Context: an optimization exercise on an open-source flow, tuned for small area, a short achievable clock period and few clock cycles per item. The choices shown serve that exercise and are no tape-out recipe.
Only simulation tests tie the RTL to the original design; equivalence was not proved.
Power is estimated from default activity; no workload was simulated.

==> design.v <==
package smf_pkg;
  localparam int WINDOW       = 16;
  localparam int SAMPLE_WIDTH = 16;
  localparam int DATA_W       = 16;
  localparam int IDX_W        = (WINDOW > 1) ? $clog2(WINDOW) : 1;
  localparam int CNT_W        = $clog2(WINDOW + 1);
  typedef logic [SAMPLE_WIDTH-1:0] sample_t;
  typedef logic [IDX_W-1:0]        rank_t;
  function automatic logic gt16(input sample_t a, input sample_t b);
    logic [15:0] g1, l1;
    logic [7:0]  g2, l2;
    logic [3:0]  g3, l3;
    logic [1:0]  g4, l4;
    g1 = a & ~b;
    l1 = ~a & b;
    for (int k = 0; k < 8; k++) begin
      g2[k] = g1[2*k+1] | (~l1[2*k+1] & g1[2*k]);
      l2[k] = l1[2*k+1] | (~g1[2*k+1] & l1[2*k]);
    end
    for (int k = 0; k < 4; k++) begin
      g3[k] = g2[2*k+1] | (~l2[2*k+1] & g2[2*k]);
      l3[k] = l2[2*k+1] | (~g2[2*k+1] & l2[2*k]);
    end
    for (int k = 0; k < 2; k++) begin
      g4[k] = g3[2*k+1] | (~l3[2*k+1] & g3[2*k]);
      l4[k] = l3[2*k+1] | (~g3[2*k+1] & l3[2*k]);
    end
    gt16 = g4[1] | (~l4[1] & g4[0]);
  endfunction
  function automatic logic gt4(input rank_t a, input rank_t b);
    logic [3:0] g1, l1;
    g1 = a & ~b;
    l1 = ~a & b;
    gt4 = g1[3] | (~l1[3] & (g1[2] | (~l1[2] & (g1[1] | (~l1[1] & g1[0])))));
  endfunction
  function automatic rank_t inc4(input rank_t r);
    inc4 = {r[3] ^ (r[2] & r[1] & r[0]), r[2] ^ (r[1] & r[0]), r[1] ^ r[0], ~r[0]};
  endfunction
  function automatic rank_t dec4(input rank_t r);
    dec4 = {r[3] ^ ~(r[2] | r[1] | r[0]), r[2] ^ ~(r[1] | r[0]), r[1] ^ ~r[0], ~r[0]};
  endfunction
  function automatic sample_t avg16(input sample_t a, input sample_t b);
    logic [15:0] g, p, g1, p1, g2, p2, g3, p3, g4;
    g = a & b;
    p = a | b;
    for (int i = 0; i < 16; i++) begin
      g1[i] = (i >= 1) ? (g[i] | (p[i] & g[i-1])) : g[i];
      p1[i] = (i >= 1) ? (p[i] & p[i-1]) : p[i];
    end
    g1[1] = g[1] | ((p[1] & a[0]) & b[0]);
    for (int i = 0; i < 16; i++) begin
      g2[i] = (i >= 2) ? (g1[i] | (p1[i] & g1[i-2])) : g1[i];
      p2[i] = (i >= 2) ? (p1[i] & p1[i-2]) : p1[i];
    end
    for (int i = 0; i < 16; i++) begin
      g3[i] = (i >= 4) ? (g2[i] | (p2[i] & g2[i-4])) : g2[i];
      p3[i] = (i >= 4) ? (p2[i] & p2[i-4]) : p2[i];
    end
    for (int i = 0; i < 16; i++) begin
      g4[i] = (i >= 8) ? (g3[i] | (p3[i] & g3[i-8])) : g3[i];
    end
    for (int i = 1; i < 16; i++) begin
      avg16[i-1] = a[i] ^ (b[i] ^ g4[i-1]);
    end
    avg16[15] = g4[15];
  endfunction
  function automatic logic [7:0] rank_code(input rank_t c);
    for (int k = 0; k < 7; k++) begin
      rank_code[k+1] = c > rank_t'(2 * k + 1);
    end
    rank_code[0] = c[0];
  endfunction
  function automatic rank_t code_rank(input logic [7:0] code);
    logic [6:0] t;
    t = code[7:1];
    code_rank[3] = t[3];
    code_rank[2] = (t[1] & ~t[3]) | t[5];
    code_rank[1] = (t[0] & ~t[1]) | (t[2] & ~t[3]) | (t[4] & ~t[5]) | t[6];
    code_rank[0] = code[0];
  endfunction
endpackage
module smf_cell (
  input  smf_pkg::sample_t word_i,
  input  smf_pkg::sample_t x_i,
  output logic             gt_o
);
  assign gt_o = smf_pkg::gt16(word_i, x_i);
endmodule
module smf_median (
  input  smf_pkg::sample_t           lo_i,    
  input  smf_pkg::sample_t           hi_i,    
  input  logic                       odd_i,
  output logic [smf_pkg::DATA_W-1:0] median_o
);
  assign median_o = odd_i ? lo_i : smf_pkg::avg16(lo_i, hi_i);
endmodule
module sliding_window_median_filter_top (
  input  logic        clk_i,
  input  logic        rst_ni,
  input  logic        s_axis_tvalid,
  output logic        s_axis_tready,
  input  logic [15:0] s_axis_tdata,    
  output logic        m_axis_tvalid,
  input  logic        m_axis_tready,
  output logic [15:0] m_axis_tdata,    
  output logic        m_axis_tuser     
);
  localparam int W = smf_pkg::WINDOW;
  localparam smf_pkg::rank_t LO = smf_pkg::rank_t'(W / 2 - 1);
  localparam smf_pkg::rank_t HI = smf_pkg::rank_t'(W / 2);
  smf_pkg::sample_t [W-1:0]       value_q;
  smf_pkg::rank_t   [W-1:0]       rank, rank_next;
  logic             [W-1:0]       valid_q, cmp, cmp_q, gt, dn, le;
  logic             [6:0]         c_tap [W];
  logic             [6:0]         tap;
  logic             [13:0]        below;
  smf_pkg::rank_t                 r_old;
  logic             [13:0]        th_14, th_up, th_dn, below_d;
  smf_pkg::sample_t               x;
  logic [7:0]                     x_code, code_q;
  logic                           full, odd;
  logic                           accept, enter, m_free, m_take, p_free;
  logic                           a_valid_d, pend_d, p_valid_d, s_valid_d, w_free_d;
  logic                           ring_ok_d, enter_d, ready_d, enter_q, ready_q;
  logic [3:0]                     turn_d;
  logic [smf_pkg::CNT_W-1:0]      cnt_d;
  logic                           s_valid_q, s_full_q;
  logic [smf_pkg::DATA_W-1:0]     s_data_q;
  logic                           a_valid_q, pend_q, p_valid_q, m_valid_q, m_full_q;
  logic                           flip_q;     
  logic [3:0]                     turn_q;     
  logic [smf_pkg::CNT_W-1:0]      cnt_q;      
  smf_pkg::sample_t               x_q;
  logic                           gt_xq, gt_xq_q;
  logic                           p_odd_q, p_full_q;
  smf_pkg::sample_t               sel_lo, sel_hi, p_lo_q, p_hi_q;
  logic [smf_pkg::DATA_W-1:0]     median, m_data_q;
  assign x     = s_axis_tdata;
  assign full  = cnt_q[smf_pkg::CNT_W-1];
  assign odd   = cnt_q[0];
  assign r_old = rank[W-1];
  assign m_free        = !s_valid_q;
  assign m_take        = !m_valid_q || m_axis_tready;
  assign p_free        = !p_valid_q || m_free;
  assign enter         = enter_q;
  assign s_axis_tready = ready_q;
  assign accept        = s_axis_tvalid && ready_q;
  assign a_valid_d = accept || (a_valid_q && !enter);
  assign pend_d    = enter || (pend_q && !p_free);
  assign p_valid_d = p_free ? pend_q : p_valid_q;
  assign s_valid_d = m_take ? 1'b0 : (m_free ? p_valid_q : s_valid_q);
  assign turn_d    = enter ? 4'd0 : turn_q + 4'd1;
  assign cnt_d     = (enter && !full) ? cnt_q + smf_pkg::CNT_W'(1) : cnt_q;
  assign ring_ok_d = (turn_d == 4'd0) || ((cnt_d == '0) && !turn_d[0]);
  assign w_free_d  = !pend_d || !p_valid_d || !s_valid_d;
  assign enter_d   = a_valid_d && w_free_d && ring_ok_d;
  assign ready_d   = !a_valid_d || (w_free_d && ring_ok_d);
  smf_cell u_cmp_x (
    .word_i (x_q),
    .x_i    (x),
    .gt_o   (gt_xq)
  );
  localparam smf_pkg::rank_t R_OLD_RST = smf_pkg::rank_t'((W - 1) / 2);
  always_comb begin
    for (int m = 0; m < 14; m++) begin
      th_14[m] = smf_pkg::rank_t'(m + 1) < rank[W-2];
    end
    th_up = {th_14[12:0], rank[W-2] != '0};
    th_dn = {1'b0, th_14[13:1]};
    below_d = !enter                      ? th_14
            : (gt[W-2] && !dn[W-2]) ? th_up
            : (dn[W-2] && !gt[W-2]) ? th_dn
            : th_14;
  end
  always_ff @(posedge clk_i or negedge rst_ni) begin
    if (!rst_ni) begin
      for (int m = 0; m < 14; m++) begin
        below[m] <= smf_pkg::rank_t'(m + 1) < R_OLD_RST;
      end
    end else begin
      below <= below_d;
    end
  end
  for (genvar i = 0; i < W; i++) begin : g_pos
    localparam logic           FILL_HI  = (i % 2) == 0;
    localparam smf_pkg::rank_t RANK_RST = FILL_HI ? smf_pkg::rank_t'(8 + i / 2)
                                                  : smf_pkg::rank_t'(i / 2);
    localparam int             PREV     = (i + W - 1) % W;
    smf_cell u_cmp (
      .word_i (value_q[i]),
      .x_i    (x),
      .gt_o   (cmp[i])
    );
    assign gt[i] = valid_q[i] ? cmp_q[i] : (FILL_HI ^ flip_q);
    assign le[i] = !gt[i];
    assign dn[i] = smf_pkg::gt4(rank[i], r_old);
    assign rank_next[i] = (gt[i] && !dn[i]) ? smf_pkg::inc4(rank[i])
                        : (dn[i] && !gt[i]) ? smf_pkg::dec4(rank[i])
                        : rank[i];
    for (genvar k = 0; k < 7; k++) begin : g_tap
      assign c_tap[i][k] = le[i] && (((rank[i] == smf_pkg::rank_t'(2 * k + 1)) && below[2*k])
                                  || ((rank[i] == smf_pkg::rank_t'(2 * k + 2)) && !below[2*k+1]));
    end
    always_ff @(posedge clk_i) begin
      if (i == 0) begin
        value_q[i] <= enter ? x_q : value_q[W-1];
        cmp_q[i]   <= accept ? (enter ? gt_xq : cmp[W-1]) : cmp_q[W-1];
      end else begin
        value_q[i] <= value_q[PREV];
        cmp_q[i]   <= accept ? cmp[PREV] : cmp_q[PREV];
      end
    end
    always_ff @(posedge clk_i or negedge rst_ni) begin
      if (!rst_ni) begin
        valid_q[i] <= 1'b0;
      end else if (i == 0) begin
        valid_q[i] <= enter || valid_q[W-1];
      end else begin
        valid_q[i] <= valid_q[PREV];
      end
    end
    if (i == 0) begin : g_code
      always_ff @(posedge clk_i or negedge rst_ni) begin
        if (!rst_ni) begin
          code_q <= smf_pkg::rank_code(RANK_RST);
        end else begin
          code_q <= enter ? x_code : smf_pkg::rank_code(rank[W-1]);
        end
      end
      assign rank[i] = smf_pkg::code_rank(code_q);
    end else begin : g_rank
      smf_pkg::rank_t rank_q;
      always_ff @(posedge clk_i or negedge rst_ni) begin
        if (!rst_ni) begin
          rank_q <= RANK_RST;
        end else begin
          rank_q <= enter ? rank_next[i-1] : rank[i-1];
        end
      end
      assign rank[i] = rank_q;
    end
  end
  always_comb begin
    tap = '0;
    for (int j = 0; j < W - 1; j++) begin
      tap |= c_tap[j];
    end
  end
  assign x_code = {tap, ^le[W-2:0]};
  always_comb begin
    sel_lo = '0;
    sel_hi = '0;
    for (int j = 0; j < W; j++) begin
      sel_lo |= {smf_pkg::SAMPLE_WIDTH{rank[j] == LO}} & value_q[j];
      sel_hi |= {smf_pkg::SAMPLE_WIDTH{rank[j] == HI}} & value_q[j];
    end
  end
  smf_median u_median (
    .lo_i     (p_lo_q),
    .hi_i     (p_hi_q),
    .odd_i    (p_odd_q),
    .median_o (median)
  );
  always_ff @(posedge clk_i or negedge rst_ni) begin
    if (!rst_ni) begin
      a_valid_q <= 1'b0;
      pend_q    <= 1'b0;
      p_valid_q <= 1'b0;
      m_valid_q <= 1'b0;
      s_valid_q <= 1'b0;
      flip_q    <= 1'b0;
      turn_q    <= '0;
      cnt_q     <= '0;
      enter_q   <= 1'b0;
      ready_q   <= 1'b1;
    end else begin
      a_valid_q <= a_valid_d;
      pend_q    <= pend_d;
      p_valid_q <= p_valid_d;
      s_valid_q <= s_valid_d;
      if (m_take) begin
        m_valid_q <= s_valid_q || p_valid_q;
      end
      flip_q    <= !flip_q;
      turn_q    <= turn_d;
      cnt_q     <= cnt_d;
      enter_q   <= enter_d;
      ready_q   <= ready_d;
    end
  end
  always_ff @(posedge clk_i) begin
    if (accept) begin
      x_q     <= x;
      gt_xq_q <= gt_xq;
    end
    if (p_free) begin
      p_lo_q   <= sel_lo;
      p_hi_q   <= sel_hi;
      p_odd_q  <= odd;
      p_full_q <= full;
    end
    if (m_take) begin
      m_data_q <= s_valid_q ? s_data_q : median;
      m_full_q <= s_valid_q ? s_full_q : p_full_q;
    end
    if (m_free) begin
      s_data_q <= median;
      s_full_q <= p_full_q;
    end
  end
  assign m_axis_tvalid = m_valid_q;
  assign m_axis_tdata  = m_data_q;
  assign m_axis_tuser  = m_full_q;
endmodule
==> run.sh <==
#!/bin/bash
# synth_recipe.tcl (not shown) runs the flow's synth.tcl, then flattens the netlist and writes it again
# the make line also repeats each setting of config.mk as NAME=value (left out here)
make -C /OpenROAD-flow-scripts/flow DESIGN_CONFIG=/design/flow/config.mk WORK_HOME=/design/flow/orfs CLKGATE_MAP_FILE= SYNTH_SCRIPT=/design/flow/synth_recipe.tcl finish
==> config.mk <==
export PLATFORM = sky130hd
export DESIGN_NAME = sliding_window_median_filter_top
export DESIGN_NICKNAME = sliding_window_median_filter_top
export VERILOG_FILES = /design/flow/design.v
export SDC_FILE = /design/flow/constraint.sdc
export NUM_CORES = 4
export LEC_CHECK = 0
export CAP_MARGIN = 20
export CORE_MARGIN = 2
export CORE_UTILIZATION = 65
export SETUP_SLACK_MARGIN = 3.2
export SLEW_MARGIN = 20
export SYNTH_HIERARCHICAL = 1
==> constraint.sdc <==
create_clock -name core_clock -period 5.5 [get_ports {clk_i}]
set_input_delay 1.1000 -clock core_clock [delete_from_list [all_inputs] [get_ports {clk_i}]]
set_output_delay 1.1000 -clock core_clock [all_outputs]
set_load 0.01 [all_outputs]
==> results.sh <==
export IMPL_syn_num_nets=3058
export IMPL_grt_pass1_wl_um=169600
export IMPL_first_pass_iters=14
export IMPL_finalCritPeriodShare_pct=50.56
export IMPL_pwr_density_cell_nw_per_um2=738.3
export IMPL_layout_commonest_cell="dfxtp_1"
export IMPL_ctsHtreeMaxLevel=2
export IMPL_grt_setup_unrepaired="true"
export IMPL_worst_slew_pin_slew_ns=0.9369
export IMPL_worst_endpoint_required_ns=5.84
export IMPL_synthSimpleGateAreaFrac_pct=15.44
export IMPL_antenna_found_initial=10
export IMPL_vias=29367
export IMPL_yosys_warnings=10
export IMPL_syn_area_um2=27520
export IMPL_clk_latency_ns=0.65
export IMPL_max_freq_mhz=359.6
export IMPL_synth_top_family_by_area="compound AO/OA/AOI/OAI gates"
export IMPL_drv_slew=0
export IMPL_drt_wl_total_um=127400
export IMPL_synth_edff_count=67
export IMPL_grt_usage_pct=52.02
export IMPL_drtIter0Drc=5870
export IMPL_dp_slack_ns=1.554
export IMPL_dieHeight_um=209.8
export IMPL_dp_final_hpwl_um=73550
export IMPL_fin_worst_skew_ns=0.03994
export IMPL_critPathBufInv=2
export IMPL_netlist_instances=2981
export IMPL_critPathLaunchType="flip-flop"
export IMPL_leakage_nw=13.81
export IMPL_hold_buffers=0
export IMPL_slew_headroom_pct=37.54
export IMPL_syn_avg_cell_area_um2=9.232
export IMPL_place_congestion=1.154
export IMPL_hold_viol_final=0
export IMPL_path_cells="inv_4 > ha_4 > and3_4 > buf_16 > a222oi_1 > nand3_1 > a21oi_2 > nand3_1"
export IMPL_synth_seq_cells=471
export IMPL_ys_flop_type="dfxtp_1"
export IMPL_num_fill_cells=2328
export IMPL_crit_slowest_cell="a222oi_1"
export IMPL_wire_per_inst_um=33.86
export IMPL_die_w_um=209.8
export IMPL_io_buffers=38
export IMPL_min_path_type="flip-flop to flip-flop"
export IMPL_synth_distinct_cells=90
export IMPL_period_needed_ns=2.781
export IMPL_grt_pass1_vias=26486
export IMPL_maxCapViolCount=0
export IMPL_cts_buffers=49
export IMPL_outcome="finished clean"
export IMPL_synth_compound_area_share_pct=22.66
export IMPL_cp_arrival_ns=3.12
export IMPL_most_common_layout_cells="289 x dfxtp_1, 228 x inv_1, 175 x nand2_1"
export IMPL_vias_per_cell=7.806
export IMPL_rows=75
export IMPL_synthAdderAreaFrac_pct=11.37
export IMPL_synthMuxAreaShare_pct=2.746
export IMPL_hold_slack_ns=0.3944
export IMPL_overflow=0
export IMPL_setup_violations=0
export IMPL_path_class="flip-flop to flip-flop"
export IMPL_route_detailed_drc=0
export IMPL_synth_xor_area_share_pct=2.832
export IMPL_nNetsFinal=3250
export IMPL_clkTransAtPathRegs_ns=0.06
export IMPL_max_stage_delay_ns=0.77
export IMPL_design_core_area_um2=41850
export IMPL_cts_buffer_depth=3
export IMPL_clock_sinks=471
export IMPL_detail_route_antenna_nets=0
export IMPL_grt_max_degree=67
export IMPL_fin_setup_tns_ns=0
export IMPL_worst_slack_ns=2.719
export IMPL_async_flop_share_pct=24.42
export IMPL_initial_core_util_pct=65.75
export IMPL_cts_root_buf="clkbuf_16"
export IMPL_crit_top_cell="nand3_1"
export IMPL_syn_to_final_growth_pct=26.05
export IMPL_layout_drive_gt1_share_pct=30.18
export IMPL_ir_drop_mv=0.5091
export IMPL_crit_path_end_kind="flip-flop"
export IMPL_io_pins=39
export IMPL_dieArea_um2=44000
export IMPL_synth_seq_area_share_pct=38.98
export IMPL_cp_top_family="compound AO/OA/AOI/OAI gates"
export IMPL_cts_tree="done"
export IMPL_crit_fanout=8
-- kinds of logic after synthesis --
kind of cell | after synthesis
compound gates | 841
xor+xnor | 89
fa+ha+maj | 289
buf+inv | 423
flops | 471
mux | 69
simple gates | 799
-- area by class of cell --
type	instances	area (um2)	share of cell area (%)
Antenna cell	9	22.52	0.06492
Clock inverter	26	291.5	0.8404
Sequential cell	471	10770	31.05
Multi-Input combinational cell	2091	17190	49.55
Timing Repair Buffer	294	3307	9.533
Tap cell	539	674.4	1.944
Timing Repair inverter	1	7.507	0.02164
Inverter	265	1036	2.986
Clock buffer	66	1391	4.011
-- cell usage after synthesis (14+ instances only) --
library cell  instances  area, um2
dfxtp_1             289       5786
inv_1               244      915.9
nand2_1             180      675.7
a22oi_1             178       1336
maj3_1              157       1572
clkbuf_1            128      480.5
nor2b_1             116      725.7
a21oi_1             100      500.5
nand2b_1             99      619.3
nor2_1               93      349.1
nand3_1              90      450.4
xnor2_1              78      683.2
maj3_2               75      844.6
o21ai_0              74      370.4
a221oi_1             73      639.4
dfrtp_1              73       1827
edfxtp_1             67       2012
o22ai_1              65      406.6
ha_1                 57      713.2
a22o_1               56      490.5
mux2_2               52      585.6
nand4_1              48      300.3
a31oi_1              43      269.0
dfstp_2              42       1104
and3_1               38      237.7
nor3_1               35      175.2
nor4_1               35      219.0
a222oi_1             34      340.3
a211oi_1             28      210.2
a21o_1               23      172.7
o221ai_1             21      183.9
inv_2                19      71.32
o211a_1              19      190.2
a211o_1              18      157.7
mux2i_1              17      170.2
o21ai_1              17      85.08
o21a_1               14      105.1
-- sequential cells by signal (all words and copies together) (netlist names), 4 cells and up --
name / flops
below: 14
cmp_q: 16
cnt_q: 5
code_q: 8
g_pos.g_rank.rank_q: 60
m_data_q: 16
p_hi_q: 16
p_lo_q: 16
s_data_q: 16
turn_q: 4
valid_q: 16
value_q: 256
x_q: 16
-- path summary, 6_finish.rpt --
path / from / end / slack, ns / depth (start not counted)
min in group asynchronous: rst_ni / below[8] / 0.59 / 1
worst max register to register: g_pos[10].g_rank.rank_q[0] / p_hi_q[14] / 2.72 / 8
worst min-delay path: value_q[39] / value_q[55] / 0.39 / 0
worst max-delay path: g_pos[10].g_rank.rank_q[0] / p_hi_q[14] / 2.72 / 8
max in group asynchronous: rst_ni / flip_q / 3.66 / 2
worst min register to register: value_q[39] / value_q[55] / 0.39 / 0
-- metrics by stage --
step | instance area [um2] | utilization, % | power, mW | std cells
6_report | 34690 | 82.88 | 25.61 | 3762
2_1_floorplan | 27670 | - | 13.71 | 2981
5_1_grt | 34670 | 82.83 | 25.95 | 3753
3_5_place_dp | 28450 | 67.98 | 17.68 | 3448
4_1_cts | 32020 | 76.50 | 22.43 | 3622
3_3_place_gp | 28460 | 67.99 | 17.35 | 3448
-- what timing repair did --
item                                    CTS  global route
buffers inserted                         69           116
gates cloned                             13            15
resized for setup                       408           334
endpoints found under the setup margin  183           132
pin swaps                                99           173
-- modules after synthesis, one instance, submodules excluded --
module                            times used  cell area [um2]  flops+latches
sliding_window_median_filter_top           1            20740            471
smf_cell                                  17            312.8              0
smf_median                                 1             1461              0
-- where the power goes --
group / internal, mW / leakage [nW] / switching (mW) / total (mW)
Combinational: 5.72 / 8.57 / 8.07 / 13.8
Sequential: 5.39 / 4.43 / 2.89 / 8.28
Clock: 1.98 / 0.816 / 1.56 / 3.55
-- layer usage --
layer / part of all wire (%) / wire, um / GRT usage, %
met1: 32 / 41320 / 63.12
met2: 39 / 49210 / 72.89
met3: 17 / 22080 / 21.44
met4: 11 / 14640 / 40.91
met5: 0.094 / 120 / 0
Testbench counts, summed over its fixed seeds: cycles 16,032, items 16,000.

[port drivers added, routing unchanged]
How much do the figures lean on ideal ports? The routed layout below was timed once more, with nothing changed but the port constraints.
Step 1 (the two cells are an assumption about what drives the block):
set clk [get_ports {clk_i}]
set_driving_cell -lib_cell sky130_fd_sc_hd__clkbuf_16 $clk
set_driving_cell -lib_cell sky130_fd_sc_hd__buf_2 [delete_from_list [all_inputs] $clk]
Step 2 also shifts input and output timing later by t, the mid clock arrival at the registers, as if the neighbouring blocks saw the same clock.
Three values: ideal ports, drivers, drivers and shift; two values: the first two.
t, ns: 0.688
setup WS [ns]: 2.719 / 2.719 / 2.535
hold WS [ns]: 0.394 / 0.394 / 0.394
After both steps setup and hold are still met in this run. The setup slack of this run moves by 0.000 ns with the drivers and by -0.184 ns with both steps.
